This is an optimization exercise on Yosys and OpenROAD, whose aim is small area, a short achievable clock period and few clock cycles per item, not a production implementation.

==> flow/design.v <==
`default_nettype none
package isaPkg;
	localparam int DATA_W = 16;
	localparam int REG_ADDR_W = 5;
	localparam int OPCODE_W = 7;
	typedef enum logic [OPCODE_W-1:0] {
		OP_ADD = 7'd1,
		OP_SUB = 7'd2,
		OP_AND = 7'd3,
		OP_OR  = 7'd4,
		OP_XOR = 7'd5,
		OP_SHL = 7'd6,
		OP_SHR = 7'd7,
		OP_MOV = 7'd8
	} opcode_e;
	typedef logic [DATA_W-1:0] data_t;
	typedef logic [REG_ADDR_W-1:0] regAddr_t;
	typedef struct packed {
		logic overflow;
		logic underflow;
	} status_t;
endpackage
`default_nettype wire
`default_nettype none
package busPkg;
	localparam int BUNDLE_W = 90;
	localparam int COMMIT_W = 48;
	localparam int SLOT_W = 46;
	typedef struct packed {
		logic isWb;
		logic [7-1:0] opcode;
		logic [4:0] wbAddr;
		logic [15:0] pOperand;
		logic [15:0] sOperand;
	} laneOp_t;
	typedef struct packed {
		laneOp_t laneA;
		laneOp_t laneB;
	} bundle_t;
	typedef struct packed {
		logic [1:0] code;
		logic [4:0] wbAddr;
		logic [15:0] wbData;
	} slotHalf_t;
	typedef struct packed {
		slotHalf_t laneA;
		slotHalf_t laneB;
	} slot_t;
	typedef struct packed {
		logic wbValid;
		logic [4:0] wbAddr;
		logic [15:0] wbData;
		logic [1:0] status;
	} commitHalf_t;
	typedef struct packed {
		commitHalf_t laneA;
		commitHalf_t laneB;
	} commit_t;
endpackage
`default_nettype wire
`default_nettype none
module creditFifo #(
	parameter int DEPTH = 4,
	parameter int WIDTH = 1
) (
	input wire logic clock_i,
	input wire logic reset_i,
	input wire logic push_i,
	input wire logic [WIDTH-1:0] item_i,
	input wire logic pop_i,
	output logic [WIDTH-1:0] item_o
);
	localparam int PTR_W = (DEPTH > 1) ? $clog2(DEPTH) : 1;
	logic [WIDTH-1:0] mem [DEPTH];
	logic [PTR_W-1:0] rdPtr;
	logic [PTR_W-1:0] wrPtr;
	always_ff @(posedge clock_i)
	begin
		if (push_i)
		begin
			mem[wrPtr] <= item_i;
		end
	end
	assign item_o = mem[rdPtr];
	always_ff @(posedge clock_i)
	begin
		if (reset_i)
		begin
			rdPtr <= '0;
			wrPtr <= '0;
		end
		else
		begin
			if (push_i)
			begin
				wrPtr <= (wrPtr == PTR_W'(DEPTH - 1)) ? '0 : wrPtr + 1'b1;
			end
			if (pop_i)
			begin
				rdPtr <= (rdPtr == PTR_W'(DEPTH - 1)) ? '0 : rdPtr + 1'b1;
			end
		end
	end
endmodule
`default_nettype wire
`default_nettype none
module arithLane (
	input wire busPkg::laneOp_t op_i,
	input wire logic kill_i,
	output logic wbValid_o,
	output busPkg::slotHalf_t half_o
);
	logic [15:0] p;
	logic [15:0] s;
	logic isAdd, isSub, isAnd, isOr, isXor, isShl, isShr, isMov;
	logic legalOp;
	logic keep;
	logic [16:0] sumWide;
	logic [15:0] shOut;
	logic [15:0] shRev;
	assign p = op_i.pOperand;
	assign s = op_i.sOperand;
	assign isAdd = op_i.opcode == 7'd1;
	assign isSub = op_i.opcode == 7'd2;
	assign isAnd = op_i.opcode == 7'd3;
	assign isOr = op_i.opcode == 7'd4;
	assign isXor = op_i.opcode == 7'd5;
	assign isShl = op_i.opcode == 7'd6;
	assign isShr = op_i.opcode == 7'd7;
	assign isMov = op_i.opcode == 7'd8;
	assign legalOp = (op_i.opcode != 7'd0) && (op_i.opcode <= 7'd8);
	assign wbValid_o = op_i.isWb && legalOp;
	assign keep = wbValid_o && !kill_i;
	logic [15:0] xps;
	logic [16:0] carryAdd;
	logic [16:0] carrySub;
	logic [16:0] carry;
	assign xps = p ^ s;
	carryPrefix addCarries (
		.g_i({p & s & {16{!op_i.opcode[2]}}, 1'b0}),
		.t_i({xps, 1'b0}),
		.c_o(carryAdd)
	);
	carryPrefix subCarries (
		.g_i({p & ~s, 1'b1}),
		.t_i({~xps, 1'b0}),
		.c_o(carrySub)
	);
	assign carry = op_i.opcode[1] ? ~carrySub : carryAdd;
	assign sumWide = {carry[16], xps ^ carry[15:0]};
	always_comb
	begin
		logic [15:0] r;
		for (int i = 0; i < 16; i++)
		begin
			r[i] = op_i.opcode[0] ? p[i] : p[15-i];
		end
		r = s[3] ? {8'd0, r[15:8]} : r;
		r = s[2] ? {4'd0, r[15:4]} : r;
		r = s[1] ? {2'd0, r[15:2]} : r;
		r = s[0] ? {1'd0, r[15:1]} : r;
		shOut = r;
		for (int i = 0; i < 16; i++)
		begin
			shRev[i] = r[15-i];
		end
	end
	assign half_o.wbAddr = keep ? op_i.wbAddr : 5'd0;
	assign half_o.wbData = ({16{keep && (isAdd || isSub || isXor)}} & sumWide[15:0])
		| ({16{keep && isAnd}} & (p & s))
		| ({16{keep && isOr}} & (p | s))
		| ({16{keep && isMov}} & s)
		| ({16{keep && isShl}} & shRev)
		| ({16{keep && isShr}} & shOut);
	assign half_o.code[1] = keep && (isAdd || isSub) && sumWide[16];
	assign half_o.code[0] = keep && !(isAdd && sumWide[16]);
endmodule
module carryPrefix (
	input wire logic [16:0] g_i,
	input wire logic [16:0] t_i,
	output logic [16:0] c_o
);
	always_comb
	begin
		logic [16:0] g;
		logic [16:0] t;
		g = g_i;
		t = t_i;
		for (int l = 0; l < 5; l++)
		begin
			for (int i = 16; i >= 0; i--)
			begin
				if (((i >> l) & 1) == 1)
				begin
					g[i] = g[i] | (t[i] & g[((i >> l) << l) - 1]);
					t[i] = t[i] & t[((i >> l) << l) - 1];
				end
			end
		end
		c_o = g;
	end
endmodule
`default_nettype wire
`default_nettype none
module commitMerge (
	input wire busPkg::bundle_t bundle_i,
	output busPkg::slot_t slot_o
);
	logic wbA;
	logic wbB;
	logic sameDest;
	assign sameDest = wbA && wbB && (bundle_i.laneA.wbAddr == bundle_i.laneB.wbAddr);
	arithLane laneA (
		.op_i(bundle_i.laneA),
		.kill_i(sameDest),
		.wbValid_o(wbA),
		.half_o(slot_o.laneA)
	);
	arithLane laneB (
		.op_i(bundle_i.laneB),
		.kill_i(1'b0),
		.wbValid_o(wbB),
		.half_o(slot_o.laneB)
	);
endmodule
`default_nettype wire
`default_nettype none
module vliwExecCore #(
	parameter int BUNDLE_DEPTH = 4,
	parameter int COMMIT_CREDITS = 2
) (
	input wire logic clock_i,
	input wire logic reset_i,
	input wire logic bundleValid_i,
	input wire busPkg::bundle_t bundle_i,
	output wire logic bundleCredit_o,
	input wire logic commitCredit_i,
	output wire logic commitValid_o,
	output wire busPkg::commit_t commit_o
);
	localparam int CNT_W = $clog2(BUNDLE_DEPTH + 1);
	localparam int CREDIT_W = $clog2(COMMIT_CREDITS + 1);
	busPkg::slot_t newSlot;
	busPkg::slot_t headSlot;
	logic [CNT_W-1:0] count;
	logic [CNT_W-1:0] countNext;
	logic [CREDIT_W-1:0] credits;
	logic [CREDIT_W-1:0] creditsAvail;
	logic commitValid;
	logic commitNext;
	logic bundleCredit;
	commitMerge merger (
		.bundle_i(bundle_i),
		.slot_o(newSlot)
	);
	creditFifo #(
		.DEPTH(BUNDLE_DEPTH),
		.WIDTH(busPkg::SLOT_W)
	) recordQueue (
		.clock_i(clock_i),
		.reset_i(reset_i),
		.push_i(bundleValid_i),
		.item_i(newSlot),
		.pop_i(commitValid),
		.item_o(headSlot)
	);
	assign countNext = count - CNT_W'(commitValid) + CNT_W'(bundleValid_i);
	assign creditsAvail = credits + CREDIT_W'(commitCredit_i);
	assign commitNext = (creditsAvail != '0) && (countNext != '0);
	always_ff @(posedge clock_i)
	begin
		if (reset_i)
		begin
			count <= '0;
			credits <= CREDIT_W'(COMMIT_CREDITS);
			commitValid <= 1'b0;
			bundleCredit <= 1'b0;
		end
		else
		begin
			count <= countNext;
			credits <= creditsAvail - CREDIT_W'(commitNext);
			commitValid <= commitNext;
			bundleCredit <= commitNext;
		end
	end
	assign commitValid_o = commitValid;
	assign bundleCredit_o = bundleCredit;
	assign commit_o.laneA.wbValid = |headSlot.laneA.code;
	assign commit_o.laneA.wbAddr = headSlot.laneA.wbAddr;
	assign commit_o.laneA.wbData = headSlot.laneA.wbData;
	assign commit_o.laneA.status = {headSlot.laneA.code[1] & ~headSlot.laneA.code[0],
		headSlot.laneA.code[1] & headSlot.laneA.code[0]};
	assign commit_o.laneB.wbValid = |headSlot.laneB.code;
	assign commit_o.laneB.wbAddr = headSlot.laneB.wbAddr;
	assign commit_o.laneB.wbData = headSlot.laneB.wbData;
	assign commit_o.laneB.status = {headSlot.laneB.code[1] & ~headSlot.laneB.code[0],
		headSlot.laneB.code[1] & headSlot.laneB.code[0]};
endmodule
`default_nettype wire
clock: 4.0 ns
lec_check: 0
cap_margin: 20
core_margin: 2
core_utilization: 40
cts_buf_list: sky130_fd_sc_hd__clkbuf_8 sky130_fd_sc_hd__clkbuf_16
setup_slack_margin: 1.2
slew_margin: 20
standard.sh (not shown) runs the stock make flow with config.mk's settings and CLKGATE_MAP_FILE= SYNTH_SCRIPT=/design/flow/synth_recipe.tcl, a recipe that flattens the netlist after the stock synthesis.
==> flow/flow/run.sh <==
#!/bin/bash
# Standard ORFS layout (the standard.sh, synthesis unchanged), with plain
# buffers on the ports instead of the default delay-cell buffers, plus the
# settings in flow/extra.env. Each tool's full output goes to its own log
# here; ORFS's per-step logs are under orfs/logs/.
set -euo pipefail
export BUFFER_PORTS_ARGS="-buffer_cell sky130_fd_sc_hd__buf_1"
if [[ -f flow/extra.env ]]; then
  set -a
  source flow/extra.env
  set +a
fi
bash standard.sh synth > synth.log 2>&1
bash standard.sh finish > layout.log 2>&1
The starting point completed with no timing, DRC or antenna violations.
Next try:
Settings changed: CTS_BUF_LIST sky130_fd_sc_hd__clkbuf_8 sky130_fd_sc_hd__clkbuf_16 to sky130_fd_sc_hd__clkbuf_4 sky130_fd_sc_hd__clkbuf_8.
After rerunning:
- synthesized cell count is unchanged
- core utilization fell by 0.55 points
- clock-buffer cell count does not change
- flip-flop and latch count is unchanged
- non-clock buffer count rose by 3
- clock skew grows by 0.0055 ns
- first-iteration DRC count increases by roughly a tenth
- worst setup slack improved by 0.078 ns
- design area falls slightly
- via count is about the same
- hold slack is better by 0.0051 ns
No run of this note included a check of the RTL's function; only the layout flow was run.

-- separate check: timing with driven ports --
The flow's constraints put no driver on any port. The routed layouts listed below were extracted and timed again, unchanged, in two steps.
Step 1 (the two cells are an assumption about what drives the block):
set clk [get_ports {clock_i}]
set_driving_cell -lib_cell sky130_fd_sc_hd__clkbuf_16 $clk
set_driving_cell -lib_cell sky130_fd_sc_hd__buf_2 [delete_from_list [all_inputs] $clk]
Step 2 moves the port delays by t, midway between the first and last clock arrival at a register: inputs arrive t later, outputs are due t later. That takes back most of the time a late clock gives input paths.
Three values: ideal, step 1, step 2; two values: the first two.
| run | shift t [ns] | slack for setup (ns) | latest minus earliest clock arrival (ns) | worst data-port slew with drivers (ns) | cell pins on the clock port's net |
|---|---|---|---|---|---|
| the first run | 0.462 | 1.010 / 1.031 / 0.569 | 0.015 / 0.015 | 0.07 | 1 |
| the second run | 0.481 | 1.088 / 1.082 / 0.601 | 0.019 / 0.020 | 0.07 | 1 |
After both steps every run listed still meets setup and hold. For the second run, which loses most, drivers alone change the setup slack by -0.006 ns; drivers and shift together by -0.487 ns.
